Context: an optimization exercise on an open-source flow, tuned for small area. The choices shown serve that exercise and are no tape-out recipe.
At most, simulation tests tie the RTL to the original design; equivalence was not proved.
Power is estimated from default activity; no workload was simulated. No driver is modelled on the clock port, so clocking that relies on it looks cheaper here than on a real chip.

==> inputs of job 176 <==
==> flow/design.v <==
module mas_prog_loader #(
  parameter int unsigned       DATA_W   = 16,
  parameter int unsigned       ADDR_W   = 8,
  parameter logic [3:0]        END_OP   = 4'hF,
  parameter logic [DATA_W-1:0] NOP_WORD = '0
) (
  input  logic              clk,
  input  logic              rstz,
  input  logic              pg,
  input  logic              pg_valid,
  input  logic [DATA_W-1:0] pg_instr,
  output logic              pg_ready,
  input  logic              fetch_en,
  input  logic [ADDR_W-1:0] fetch_addr,
  output logic [DATA_W-1:0] fetch_instr,
  output logic              fetch_valid,
  output logic [ADDR_W:0]   prog_len,
  output logic              prog_done,
  output logic              prog_err
);
  localparam int unsigned DEPTH = 2 ** ADDR_W;
  logic              load_q;
  logic              done_q;
  logic              err_q;
  logic              pg_q;
  logic [ADDR_W-1:0] wr_ptr_q;
  logic [ADDR_W:0]   prog_len_q;
  logic [DATA_W-1:0] fetch_instr_q;
  logic              fetch_valid_q;
  logic [DATA_W-1:0] mem_n_q [DEPTH];
  logic              accept;
  logic              is_end;
  logic              last_slot;
  logic              start;
  logic              finish;
  logic [ADDR_W:0]   wr_inc;
  logic              in_prog;
  logic [DEPTH-1:0]  wrow;
  logic [DEPTH-1:0]  rrow_n;
  logic [DATA_W-1:0] rd_data;
  assign accept    = load_q && pg && pg_valid;
  assign is_end    = (pg_instr[DATA_W-1 -: 4] == END_OP);
  assign last_slot = &wr_ptr_q;
  assign start     = pg && !load_q && (!(done_q || err_q) || !pg_q);
  assign finish    = load_q && (!pg || (pg_valid && (is_end || last_slot)));
  assign wr_inc    = {1'b0, wr_ptr_q} + (ADDR_W + 1)'(1);
  assign in_prog   = ({1'b0, fetch_addr} < prog_len_q);
  assign pg_ready    = load_q && pg;
  assign fetch_instr = fetch_instr_q;
  assign fetch_valid = fetch_valid_q;
  assign prog_len    = prog_len_q;
  assign prog_done   = done_q;
  assign prog_err    = err_q;
  logic [15:0] wlo, whi, rlo, rhi;
  always_comb begin
    for (int j = 0; j < 16; j++) begin
      wlo[j] = (wr_ptr_q[3:0] == 4'(j));
      whi[j] = accept && (wr_ptr_q[7:4] == 4'(j));
      rlo[j] = (fetch_addr[3:0] == 4'(j));
      rhi[j] = in_prog && (fetch_addr[7:4] == 4'(j));
    end
  end
  for (genvar i = 0; i < DEPTH; i++) begin : g_dec
    mpl_and2  u_wrow (.a(whi[i / 16]), .b(wlo[i % 16]), .y(wrow[i]));
    mpl_nand2 u_rrow (.a(rhi[i / 16]), .b(rlo[i % 16]), .y(rrow_n[i]));
  end
  for (genvar b = 0; b < DATA_W; b++) begin : g_col
    logic [DEPTH-1:0] col_n;
    for (genvar i = 0; i < DEPTH; i++) begin : g_bit
      assign col_n[i] = mem_n_q[i][b];
    end
    mpl_rd_col u_col (.sel_n(rrow_n), .d_n(col_n), .y(rd_data[b]));
  end
  for (genvar i = 0; i < DEPTH; i++) begin : g_row
    always_ff @(posedge clk) begin
      if (wrow[i]) begin
        mem_n_q[i] <= ~pg_instr;
      end
    end
  end
  always_ff @(posedge clk) begin
    if (!load_q) begin
      wr_ptr_q <= '0;
    end else if (accept) begin
      wr_ptr_q <= wr_inc[ADDR_W-1:0];
    end
  end
  always_ff @(posedge clk or negedge rstz) begin
    if (!rstz) begin
      load_q     <= 1'b0;
      done_q     <= 1'b0;
      err_q      <= 1'b0;
      pg_q       <= 1'b0;
      prog_len_q <= '0;
    end else begin
      pg_q <= pg;
      if (start) begin
        load_q <= 1'b1;
        done_q <= 1'b0;
        err_q  <= 1'b0;
      end else if (finish) begin
        load_q     <= 1'b0;
        done_q     <= pg && is_end;
        err_q      <= !pg || !is_end;
        prog_len_q <= pg ? wr_inc : {1'b0, wr_ptr_q};
      end
    end
  end
  always_ff @(posedge clk or negedge rstz) begin
    if (!rstz) begin
      fetch_instr_q <= NOP_WORD;
      fetch_valid_q <= 1'b0;
    end else begin
      fetch_valid_q <= done_q && !pg && fetch_en;
      fetch_instr_q <= rd_data;
    end
  end
endmodule
module mpl_rd_col (
  input  logic [255:0] sel_n,
  input  logic [255:0] d_n,
  output logic         y
);
  logic [127:0] l1;   
  logic [31:0]  l2;   
  logic [7:0]   l3;   
  logic [1:0]   l4;   
  for (genvar k = 0; k < 128; k++) begin : g_l1
    mpl_oai22 u (.a0(sel_n[2*k]), .b0(d_n[2*k]), .a1(sel_n[2*k+1]),
                 .b1(d_n[2*k+1]), .y(l1[k]));
  end
  for (genvar k = 0; k < 32; k++) begin : g_l2
    assign l2[k] = ~|l1[4*k +: 4];
  end
  for (genvar k = 0; k < 8; k++) begin : g_l3
    assign l3[k] = ~&l2[4*k +: 4];
  end
  for (genvar k = 0; k < 2; k++) begin : g_l4
    assign l4[k] = ~|l3[4*k +: 4];
  end
  assign y = ~&l4;
endmodule
module mpl_oai22 (
  input  logic a0, b0, a1, b1,
  output logic y
);
  assign y = ~((a0 | b0) & (a1 | b1));
endmodule
module mpl_and2 (
  input  logic a, b,
  output logic y
);
  assign y = a & b;
endmodule
module mpl_nand2 (
  input  logic a, b,
  output logic y
);
  assign y = ~(a & b);
endmodule
==> flow/run.sh <==
#!/bin/bash
# synth_recipe.tcl (not shown) runs the flow's synth.tcl, then flattens the netlist and writes it again
# the make line also repeats each setting of config.mk as NAME=value (left out here)
make -C /OpenROAD-flow-scripts/flow DESIGN_CONFIG=/design/flow/config.mk WORK_HOME=/design/flow/orfs CLKGATE_MAP_FILE= SYNTH_SCRIPT=/design/flow/synth_recipe.tcl finish
==> flow/config.mk <==
export PLATFORM = sky130hd
export DESIGN_NAME = mas_prog_loader
export DESIGN_NICKNAME = mas_prog_loader
export VERILOG_FILES = /design/flow/design.v
export SDC_FILE = /design/flow/constraint.sdc
export NUM_CORES = 4
export LEC_CHECK = 0
export CAP_MARGIN = 20
export CORE_MARGIN = 2
export CORE_UTILIZATION = 35
export CTS_BUF_LIST = sky130_fd_sc_hd__clkbuf_16
export CTS_CLUSTER_DIAMETER = 80
export CTS_CLUSTER_SIZE = 30
export PLACE_DENSITY = 0.45
export SLEW_MARGIN = 20
export SYNTH_HIERARCHICAL = 1
==> flow/constraint.sdc <==
create_clock -name core_clock -period 7.0 [get_ports {clk}]
set_input_delay 1.4000 -clock core_clock [delete_from_list [all_inputs] [get_ports {clk}]]
set_output_delay 1.4000 -clock core_clock [all_outputs]
set_load 0.01 [all_outputs]
==> job 6201: changes against job 176 <==
--- a/flow/design.v
+++ b/flow/design.v
@@ -58,5 +58,5 @@
       whi[j] = accept && (wr_ptr_q[7:4] == 4'(j));
       rlo[j] = (fetch_addr[3:0] == 4'(j));
-      rhi[j] = in_prog && (fetch_addr[7:4] == 4'(j));
+      rhi[j] = (fetch_addr[7:4] == 4'(j));
     end
   end
@@ -70,5 +70,5 @@
       assign col_n[i] = mem_n_q[i][b];
     end
-    mpl_rd_col u_col (.sel_n(rrow_n), .d_n(col_n), .y(rd_data[b]));
+    mpl_rd_col u_col (.en(in_prog), .sel_n(rrow_n), .d_n(col_n), .y(rd_data[b]));
   end
   for (genvar i = 0; i < DEPTH; i++) begin : g_row
@@ -118,4 +118,5 @@
 endmodule
 module mpl_rd_col (
+  input  logic         en,
   input  logic [255:0] sel_n,
   input  logic [255:0] d_n,
@@ -139,5 +140,5 @@
     assign l4[k] = ~|l3[4*k +: 4];
   end
-  assign y = ~&l4;
+  assign y = en & ~&l4;
 endmodule
 module mpl_oai22 (
==> flow/flow/run.sh (new file) <==
#!/bin/bash
# Standard layout, with clock tree synthesis told not to add dummy loads.
set -e
export CTS_ARGS="-sink_clustering_enable -repair_clock_nets -dont_use_dummy_load -buf_list sky130_fd_sc_hd__clkbuf_16 -sink_clustering_size 30 -sink_clustering_max_diameter 80"
bash standard.sh > standard.log 2>&1
==> flow/standard.sh (new file) <==
#!/bin/bash
# synth_recipe.tcl (not shown) runs the flow's synth.tcl, then flattens the netlist and writes it again
# the make line also repeats each setting of config.mk as NAME=value (left out here)
make -C /OpenROAD-flow-scripts/flow DESIGN_CONFIG=/design/flow/config.mk WORK_HOME=/design/flow/orfs CLKGATE_MAP_FILE= SYNTH_SCRIPT=/design/flow/synth_recipe.tcl "${@:-finish}"
- CORE_UTILIZATION: 35 -> 70
- GPL_TIMING_DRIVEN: unset -> 0
- PLACE_DENSITY: 0.45 -> 0.8
removed: flow/run.sh
==> summary.txt <==
Timing
  • Worst-margin pin slew: 1180 ps

Status
  • Outcome: timing/DRC/antenna clean

Final layout
  • Multi-input gates: 3430
  • Final core occ: 39.3%
  • Bufs w/o clock: 418
  • Nets: 8236

Worst setup path
  • R2r startpoint: prog_len_q[6]

Placed design
  • Post-Place Setup Slack: -167 ps
  • Post-DP Area: 0.156 mm2

Power and ir drop
  • Worst vdd ir: 0.188 mV
  • Comb power frac: 2.4%

Logic synthesis
  • Post-Syn Nets: 7644

Global routing
  • Met3 Resource Use GR: 3.39%

Route
  • Met2 WL post-DR: 230 mm

Die
  • TAP cells: 5474
[end of results for job 176]
==> summary.txt <==
Route
  • Met2 WL post-DR: 179 mm
  • Post-DR vias/cell: 7.70
  • DRT Pass-1 Iters: 6

Logic synthesis
  • Post-Syn Instances: 7598
  • Post-Syn Nets: 7638
  • Largest family of logic cells by synthesized area: compound AO/OA/AOI/OAI gates

Power and ir drop
  • Worst vdd ir: 0.310 mV
  • Comb power frac: 2.8%

Placed design
  • Post-DP Area: 0.152 mm2
  • Post-Place Setup Slack: 404 ps

Final layout
  • Nets: 7987
  • Bufs w/o clock: 197

Timing
  • Worst-margin pin slew: 1260 ps
  • RSZ-0062 raised after global routing: false

Worst setup path
  • Reg2Reg Depth: 5
  • R2r startpoint: mem_n_q[178][11]

Global routing
  • Met3 Resource Use GR: 9.98%
  • Initial antenna violation count: 45

Status
  • Outcome: timing/DRC/antenna clean

Die
  • TAP cells: 2704
[end of results for job 6201]
No functional check of the RTL was part of job 176.

==> job 8795: inputs <==
RTL: the design.v shown in full above, as it stands there.
export LEC_CHECK = 0
export CAP_MARGIN = 20
export CORE_MARGIN = 2
export CORE_UTILIZATION = 55
export CTS_BUF_LIST = sky130_fd_sc_hd__clkbuf_16
export CTS_CLUSTER_DIAMETER = 80
export CTS_CLUSTER_SIZE = 30
export PLACE_DENSITY = 0.65
export SLEW_MARGIN = 20
export SYNTH_HIERARCHICAL = 1
create_clock -name core_clock -period 7.0 [get_ports {clk}]
standard.sh (not shown) runs the stock make flow with config.mk's settings and CLKGATE_MAP_FILE= SYNTH_SCRIPT=/design/flow/synth_recipe.tcl, a recipe that flattens the netlist after the stock synthesis.
==> flow/flow/run.sh <==
#!/bin/bash
# Standard layout, with clock tree synthesis told not to add dummy loads.
set -e
export CTS_ARGS="-sink_clustering_enable -repair_clock_nets -dont_use_dummy_load -buf_list sky130_fd_sc_hd__clkbuf_16 -sink_clustering_size 30 -sink_clustering_max_diameter 80"
bash standard.sh > standard.log 2>&1
==> job 3488 (differences from job 8795) <==
==> flow/run.sh (new file) <==
#!/bin/bash
# synth_recipe.tcl (not shown) runs the flow's synth.tcl, then flattens the netlist and writes it again
# the make line also repeats each setting of config.mk as NAME=value (left out here)
make -C /OpenROAD-flow-scripts/flow DESIGN_CONFIG=/design/flow/config.mk WORK_HOME=/design/flow/orfs CLKGATE_MAP_FILE= SYNTH_SCRIPT=/design/flow/synth_recipe.tcl finish
- CAP_MARGIN: 20 -> 5
- CORE_UTILIZATION: 55 -> 35
- PLACE_DENSITY: 0.65 -> 0.45
- SLEW_MARGIN: 20 -> 5
removed: flow/flow/run.sh
removed: flow/standard.sh
==> job 219 (differences from job 8795) <==
==> flow/run.sh (new file) <==
#!/bin/bash
# synth_recipe.tcl (not shown) runs the flow's synth.tcl, then flattens the netlist and writes it again
# the make line also repeats each setting of config.mk as NAME=value (left out here)
make -C /OpenROAD-flow-scripts/flow DESIGN_CONFIG=/design/flow/config.mk WORK_HOME=/design/flow/orfs CLKGATE_MAP_FILE= SYNTH_SCRIPT=/design/flow/synth_recipe.tcl finish
- CORE_UTILIZATION: 55 -> 70
- GPL_TIMING_DRIVEN: unset -> 0
- PLACE_DENSITY: 0.65 -> 0.8
removed: flow/flow/run.sh
removed: flow/standard.sh
==> job 6433 (differences from job 8795) <==
--- a/flow/design.v
+++ b/flow/design.v
@@ -57,7 +57,7 @@
       wlo[j] = (wr_ptr_q[3:0] == 4'(j));
       whi[j] = accept && (wr_ptr_q[7:4] == 4'(j));
       rlo[j] = (fetch_addr[3:0] == 4'(j));
-      rhi[j] = in_prog && (fetch_addr[7:4] == 4'(j));
+      rhi[j] = (fetch_addr[7:4] == 4'(j));
     end
   end
   for (genvar i = 0; i < DEPTH; i++) begin : g_dec
@@ -69,7 +69,7 @@
     for (genvar i = 0; i < DEPTH; i++) begin : g_bit
       assign col_n[i] = mem_n_q[i][b];
     end
-    mpl_rd_col u_col (.sel_n(rrow_n), .d_n(col_n), .y(rd_data[b]));
+    mpl_rd_col u_col (.en(in_prog), .sel_n(rrow_n), .d_n(col_n), .y(rd_data[b]));
   end
   for (genvar i = 0; i < DEPTH; i++) begin : g_row
     always_ff @(posedge clk) begin
@@ -117,6 +117,7 @@
   end
 endmodule
 module mpl_rd_col (
+  input  logic         en,
   input  logic [255:0] sel_n,
   input  logic [255:0] d_n,
   output logic         y
@@ -138,7 +139,7 @@
   for (genvar k = 0; k < 2; k++) begin : g_l4
     assign l4[k] = ~|l3[4*k +: 4];
   end
-  assign y = ~&l4;
+  assign y = en & ~&l4;
 endmodule
 module mpl_oai22 (
   input  logic a0, b0, a1, b1,
- CAP_MARGIN: 20 -> 18
- CORE_UTILIZATION: 55 -> 70
- GPL_TIMING_DRIVEN: unset -> 0
- PLACE_DENSITY: 0.65 -> 0.8
- SLEW_MARGIN: 20 -> 12
==> comparison <==
Job 8795 completed with no timing, DRC or antenna violations. Job 219 finished but fails on negative setup slack. Job 6433 finished clean. Job 3488 produced a clean layout. In area after synthesis, job 219 and job 3488 do not differ. Flip-flop and latch count is the same in job 3488 and job 219. In job 3488 the clock skew is higher than in job 219, by 0.013 ns. The lowest register-to-register slack belongs to job 219, the highest to job 6433.
Only the layout flow was run in job 8795, job 3488 and job 219; the RTL was not checked for function there.

==> afterwards: timing with drivers on the ports <==
How much do the figures lean on ideal ports? The routed layouts below were timed once more, with nothing changed but the port constraints. Step 1 assumes that a clkbuf_16 drives the clock port and a buf_2 every other input. Step 2 also shifts input and output timing later by t, the mid clock arrival at the registers, as if the neighbouring blocks saw the same clock. Slacks: ideal ports / drivers / drivers and shift; pairs: ideal ports / drivers.
| run | t (ns) | setup WS [ns] | worst setup path after step 2 | latest minus earliest clock arrival (ns) | worst register clock-pin slew, ns |
|---|---|---|---|---|---|
| job 176 | 1.044 | 0.944 / 1.026 / -0.018 | input to register | 0.086 / 0.086 | 0.12 / 0.12 |
| job 6201 | 0.937 | 0.827 / 0.770 / -0.167 | input to register | 0.106 / 0.106 | 0.12 / 0.12 |
| job 8795 | 0.973 | 0.670 / 0.738 / -0.234 | input to register | 0.106 / 0.107 | 0.12 / 0.12 |
| job 3488 | 1.043 | 0.607 / 0.686 / -0.357 | input to register | 0.082 / 0.083 | 0.12 / 0.12 |
| job 219 | 0.954 | -0.194 / -0.129 / -1.082 | input to register | 0.057 / 0.057 | 0.12 / 0.12 |
| job 6433 | 0.937 | 0.560 / 0.451 / -0.486 | input to register | 0.095 / 0.094 | 0.11 / 0.11 |
With both steps, setup timing fails in 5 of these runs, where it was met with ideal ports. The setup slack of job 6433, which loses most, moves by -0.109 ns with the drivers and by -1.046 ns with both steps.
